Background: an optimization exercise with open tools, aiming at small area, a short achievable clock period and few clock cycles per item. Do not read the settings as production practice.
RTL that was checked went through simulation tests only; none was proved equivalent to the original.

==> flow/design.v <==
module aes_inv_cipher_iter #(
  parameter int NR    = 10,
  parameter int IDX_W = 4
) (
  input  logic             clk,
  input  logic             rst_n,
  input  logic             in_valid,
  output logic             in_ready,
  input  logic [127:0]     in_data,
  output logic [IDX_W-1:0] rk_idx,
  input  logic [127:0]     rk_data,
  output logic             out_valid,
  input  logic             out_ready,
  output logic [127:0]     out_data,
  output logic             busy
);
  function automatic logic [3:0] gf4_mul(input logic [3:0] a, input logic [3:0] b);
    logic [6:0] p;
    p = '0;
    for (int i = 0; i < 4; i++) p = p ^ ((b[i] ? 7'(a) : 7'd0) << i);
    if (p[6]) p = p ^ 7'b1100100;
    if (p[5]) p = p ^ 7'b0110010;
    if (p[4]) p = p ^ 7'b0011001;
    gf4_mul = p[3:0];
  endfunction
  function automatic logic [3:0] gf4_inv(input logic [3:0] a);
    case (a)
      4'h0: gf4_inv = 4'h0; 4'h1: gf4_inv = 4'h1; 4'h2: gf4_inv = 4'hc; 4'h3: gf4_inv = 4'h8; 4'h4: gf4_inv = 4'h6; 4'h5: gf4_inv = 4'hf; 4'h6: gf4_inv = 4'h4; 4'h7: gf4_inv = 4'he; 4'h8: gf4_inv = 4'h3; 4'h9: gf4_inv = 4'hd; 4'ha: gf4_inv = 4'hb; 4'hb: gf4_inv = 4'ha; 4'hc: gf4_inv = 4'h2; 4'hd: gf4_inv = 4'h9; 4'he: gf4_inv = 4'h7; 4'hf: gf4_inv = 4'h5;
      default: gf4_inv = 4'h0;
    endcase
  endfunction
  function automatic logic [11:0] sb_f1(input logic [7:0] b);
    logic [7:0] x;
    logic [3:0] a1, a0, d, di;
    x[0] = ~(b[1] ^ b[7]);
    x[1] = ~(b[1] ^ b[3] ^ b[7]);
    x[2] = b[1] ^ b[2] ^ b[6];
    x[3] = b[2] ^ b[3] ^ b[5] ^ b[6];
    x[4] = b[0] ^ b[4] ^ b[5];
    x[5] = ~(b[0] ^ b[1] ^ b[2] ^ b[4] ^ b[5] ^ b[7]);
    x[6] = ~(b[0] ^ b[3]);
    x[7] = b[3] ^ b[4] ^ b[5] ^ b[6];
    a1 = x[7:4];
    a0 = x[3:0];
    d  = {a1[1] ^ a1[2] ^ a0[2] ^ a0[3], a1[3] ^ a0[1] ^ a0[3], a1[0] ^ a1[2] ^ a1[3] ^ a0[3], a1[2] ^ a1[3] ^ a0[0] ^ a0[2] ^ a0[3]} ^ gf4_mul(a1, a0);
    di = gf4_inv(d);
    sb_f1 = {a1, a0, di};
  endfunction
  function automatic logic [7:0] sb_f2(input logic [11:0] v);
    sb_f2 = {gf4_mul(v[11:8], v[3:0]), gf4_mul(v[11:8] ^ v[7:4], v[3:0])};
  endfunction
  function automatic logic [7:0] sb_back(input logic [7:0] o);
    sb_back[0] = o[0] ^ o[1] ^ o[2] ^ o[3] ^ o[4] ^ o[5];
    sb_back[1] = o[4] ^ o[7];
    sb_back[2] = o[3] ^ o[4] ^ o[5] ^ o[7];
    sb_back[3] = o[3] ^ o[4] ^ o[7];
    sb_back[4] = o[1] ^ o[2] ^ o[4] ^ o[5];
    sb_back[5] = o[2] ^ o[3] ^ o[5] ^ o[6];
    sb_back[6] = o[1] ^ o[3] ^ o[5] ^ o[7];
    sb_back[7] = o[2] ^ o[3] ^ o[7];
  endfunction
  function automatic logic [7:0] xtime(input logic [7:0] a);
    xtime = {a[6:0], 1'b0} ^ (a[7] ? 8'h1b : 8'h00);
  endfunction
  function automatic logic [127:0] inv_mix_columns(input logic [127:0] s);
    logic [127:0] o;
    logic [7:0]   a0, a1, a2, a3, u, v, t;
    o = '0;
    for (int c = 0; c < 4; c++) begin
      a0 = s[127-32*c -: 8];
      a1 = s[119-32*c -: 8];
      a2 = s[111-32*c -: 8];
      a3 = s[103-32*c -: 8];
      u  = xtime(xtime(a0 ^ a2));
      v  = xtime(xtime(a1 ^ a3));
      a0 = a0 ^ u;
      a1 = a1 ^ v;
      a2 = a2 ^ u;
      a3 = a3 ^ v;
      t  = a0 ^ a1 ^ a2 ^ a3;
      o[127-32*c -: 8] = a0 ^ t ^ xtime(a0 ^ a1);
      o[119-32*c -: 8] = a1 ^ t ^ xtime(a1 ^ a2);
      o[111-32*c -: 8] = a2 ^ t ^ xtime(a2 ^ a3);
      o[103-32*c -: 8] = a3 ^ t ^ xtime(a3 ^ a0);
    end
    inv_mix_columns = o;
  endfunction
  logic [191:0] r1;
  logic [127:0] r0, r2;
  logic         v0, done0, v1, new1, v2;
  logic [3:0]   k0, k1, k2;        
  logic         hold0, frozen;
  logic [191:0] s1;
  logic [127:0] u, s2, s3;
  logic         ov_q, busy_q, ir_q, s_q, ir;
  logic [3:0]   idx_q;
  logic         v0_nx, done0_nx, v1_nx, new1_nx, v2_nx;
  logic [3:0]   k0_nx, k1_nx, k2_nx;
  assign out_valid = ov_q;
  assign busy      = busy_q;
  assign ir        = ir_q | (s_q & out_ready);
  assign in_ready  = ir;
  assign rk_idx    = (s_q & out_ready) ? 4'd10 : idx_q;
  assign out_data  = r0;
  function automatic logic [191:0] stage1(input logic [127:0] s);
    for (int r = 0; r < 4; r++)
      for (int c = 0; c < 4; c++)
        stage1[191-12*(r+4*c) -: 12] = sb_f1(s[127-8*(r+4*((c-r+4)%4)) -: 8]);
  endfunction
  function automatic logic [127:0] stage2(input logic [191:0] s, input logic raw);
    logic [11:0] v;
    for (int i = 0; i < 16; i++) begin
      v = s[191-12*i -: 12];
      stage2[127-8*i -: 8] = raw ? v[11:4] : sb_back(sb_f2(v));
    end
  endfunction
  assign s1 = stage1(r0);
  assign s2 = stage2(r1, new1) ^ rk_data;
  assign s3 = (k2 == 4'd10 || k2 == 4'd0) ? r2 : inv_mix_columns(r2);
  assign hold0  = v0 & done0 & !out_ready;
  assign frozen = hold0 & v2;
  always_ff @(posedge clk) begin
    if (!hold0)          r0 <= s3;
    if (!frozen || !v1)  r1 <= (ir_q | s_q) ? {in_data[127:120], 4'h0, in_data[119:112], 4'h0,
                                       in_data[111:104], 4'h0, in_data[103:96], 4'h0,
                                       in_data[95:88], 4'h0, in_data[87:80], 4'h0,
                                       in_data[79:72], 4'h0, in_data[71:64], 4'h0,
                                       in_data[63:56], 4'h0, in_data[55:48], 4'h0,
                                       in_data[47:40], 4'h0, in_data[39:32], 4'h0,
                                       in_data[31:24], 4'h0, in_data[23:16], 4'h0,
                                       in_data[15:8], 4'h0, in_data[7:0], 4'h0} : s1;
    if (!frozen)         r2 <= s2;
  end
  always_comb begin
    v0_nx = v0;  done0_nx = done0;  k0_nx = k0;
    v1_nx = v1;  new1_nx  = new1;   k1_nx = k1;
    v2_nx = v2;  k2_nx    = k2;
    if (!hold0) begin
      v0_nx    = v2;
      done0_nx = (k2 == 4'd0);
      k0_nx    = k2;
    end
    if (!frozen) begin
      v2_nx = v1;
      k2_nx = k1;
    end
    if (!frozen || !v1) begin
      if (ir) begin
        v1_nx   = in_valid;
        new1_nx = 1'b1;
        k1_nx   = 4'd10;
      end else begin
        v1_nx   = v0 & !done0;
        new1_nx = 1'b0;
        k1_nx   = k0 - 4'd1;
      end
    end
  end
  always_ff @(posedge clk or negedge rst_n) begin
    if (!rst_n) begin
      v0 <= 1'b0;  done0 <= 1'b0;  k0 <= 4'd0;
      v1 <= 1'b0;  new1  <= 1'b0;  k1 <= 4'd0;
      v2 <= 1'b0;  k2    <= 4'd0;
      ov_q   <= 1'b0;
      busy_q <= 1'b0;
      ir_q   <= 1'b1;
      s_q    <= 1'b0;
      idx_q  <= 4'd10;
    end else begin
      v0 <= v0_nx;  done0 <= done0_nx;  k0 <= k0_nx;
      v1 <= v1_nx;  new1  <= new1_nx;   k1 <= k1_nx;
      v2 <= v2_nx;  k2    <= k2_nx;
      ov_q   <= v0_nx & done0_nx;
      busy_q <= v0_nx | v1_nx | v2_nx;
      ir_q   <= !v0_nx | (done0_nx & !(v1_nx & v2_nx));
      s_q    <= v0_nx & done0_nx & v1_nx & v2_nx;
      idx_q  <= (v0_nx & !done0_nx) ? k0_nx - 4'd1 : ((v0_nx & done0_nx & v1_nx & v2_nx) ? k1_nx : 4'd10);
    end
  end
endmodule
clock: 6.0 ns
lec_check: 0
cap_margin: 20
core_margin: 2
core_utilization: 30
place_density: 0.42
setup_slack_margin: 2.3
slew_margin: 20
run.sh (not shown) runs the stock make flow with config.mk's settings and CLKGATE_MAP_FILE= SYNTH_SCRIPT=/design/flow/synth_recipe.tcl, a recipe that flattens the netlist after the stock synthesis.
Rerun with:
--- a/flow/design.v
+++ b/flow/design.v
@@ -93,5 +93,5 @@
   logic [191:0] s1;
   logic [127:0] u, s2, s3;
-  logic         ov_q, busy_q, ir_q, s_q, ir;
+  logic         ov_q, busy_q, ir_q;
   logic [3:0]   idx_q;
   logic         v0_nx, done0_nx, v1_nx, new1_nx, v2_nx;
@@ -99,7 +99,6 @@
   assign out_valid = ov_q;
   assign busy      = busy_q;
-  assign ir        = ir_q | (s_q & out_ready);
-  assign in_ready  = ir;
-  assign rk_idx    = (s_q & out_ready) ? 4'd10 : idx_q;
+  assign in_ready  = ir_q;
+  assign rk_idx    = idx_q;
   assign out_data  = r0;
   function automatic logic [191:0] stage1(input logic [127:0] s);
@@ -122,5 +121,5 @@
   always_ff @(posedge clk) begin
     if (!hold0)          r0 <= s3;
-    if (!frozen || !v1)  r1 <= (ir_q | s_q) ? {in_data[127:120], 4'h0, in_data[119:112], 4'h0,
+    if (!frozen || !v1)  r1 <= ir_q ? {in_data[127:120], 4'h0, in_data[119:112], 4'h0,
                                        in_data[111:104], 4'h0, in_data[103:96], 4'h0,
                                        in_data[95:88], 4'h0, in_data[87:80], 4'h0,
@@ -146,5 +145,5 @@
     end
     if (!frozen || !v1) begin
-      if (ir) begin
+      if (ir_q) begin
         v1_nx   = in_valid;
         new1_nx = 1'b1;
@@ -165,5 +164,4 @@
       busy_q <= 1'b0;
       ir_q   <= 1'b1;
-      s_q    <= 1'b0;
       idx_q  <= 4'd10;
     end else begin
@@ -174,5 +172,4 @@
       busy_q <= v0_nx | v1_nx | v2_nx;
       ir_q   <= !v0_nx | (done0_nx & !(v1_nx & v2_nx));
-      s_q    <= v0_nx & done0_nx & v1_nx & v2_nx;
       idx_q  <= (v0_nx & !done0_nx) ? k0_nx - 4'd1 : ((v0_nx & done0_nx & v1_nx & v2_nx) ? k1_nx : 4'd10);
     end
=>
- The new run ran to the end with no violations
- critical path depth drops by 7
- clock-buffer cell count goes down by 2
- via count went down by roughly a tenth
- setup slack gains 0.041 ns
- design area went down by a few percent
- synthesized area is lower by a few percent
- utilization fell by 0.13 points
- sequential share of layout area is higher by 1.6 points
- die area is lower by a few percent
Testbench counts after the change, summed over its fixed seeds: cycles 2,192, blocks 192.
The RTL of the first run of this note was laid out without a check of its function.

## port drivers added, routing unchanged
How much do the figures lean on ideal ports? The routed layouts below were timed once more, with nothing changed but the port constraints. Step 1, drivers: a clkbuf_16 drives clk and a buf_2 each remaining input, both assumed. Step 2, shift: input delay + t, output delay - t, t = (earliest + latest rising clock arrival at the registers) / 2. This alone moves slack from input paths to output paths. Slacks: ideal ports / drivers / drivers and shift; pairs: ideal ports / drivers.
| run | t (ns) | setup slack, ns | clock arrival spread, ns | cell pins on the clock port's net |
|---|---|---|---|---|
| the first run | 0.747 | 2.453 / 2.453 / 2.176 | 0.048 / 0.048 | 1 |
| the second run | 0.726 | 2.494 / 2.415 / 2.401 | 0.039 / 0.039 | 1 |
After both steps setup and hold are still met in every run listed. The setup slack of the first run, which loses most, moves by 0.000 ns with the drivers and by -0.277 ns with both steps.
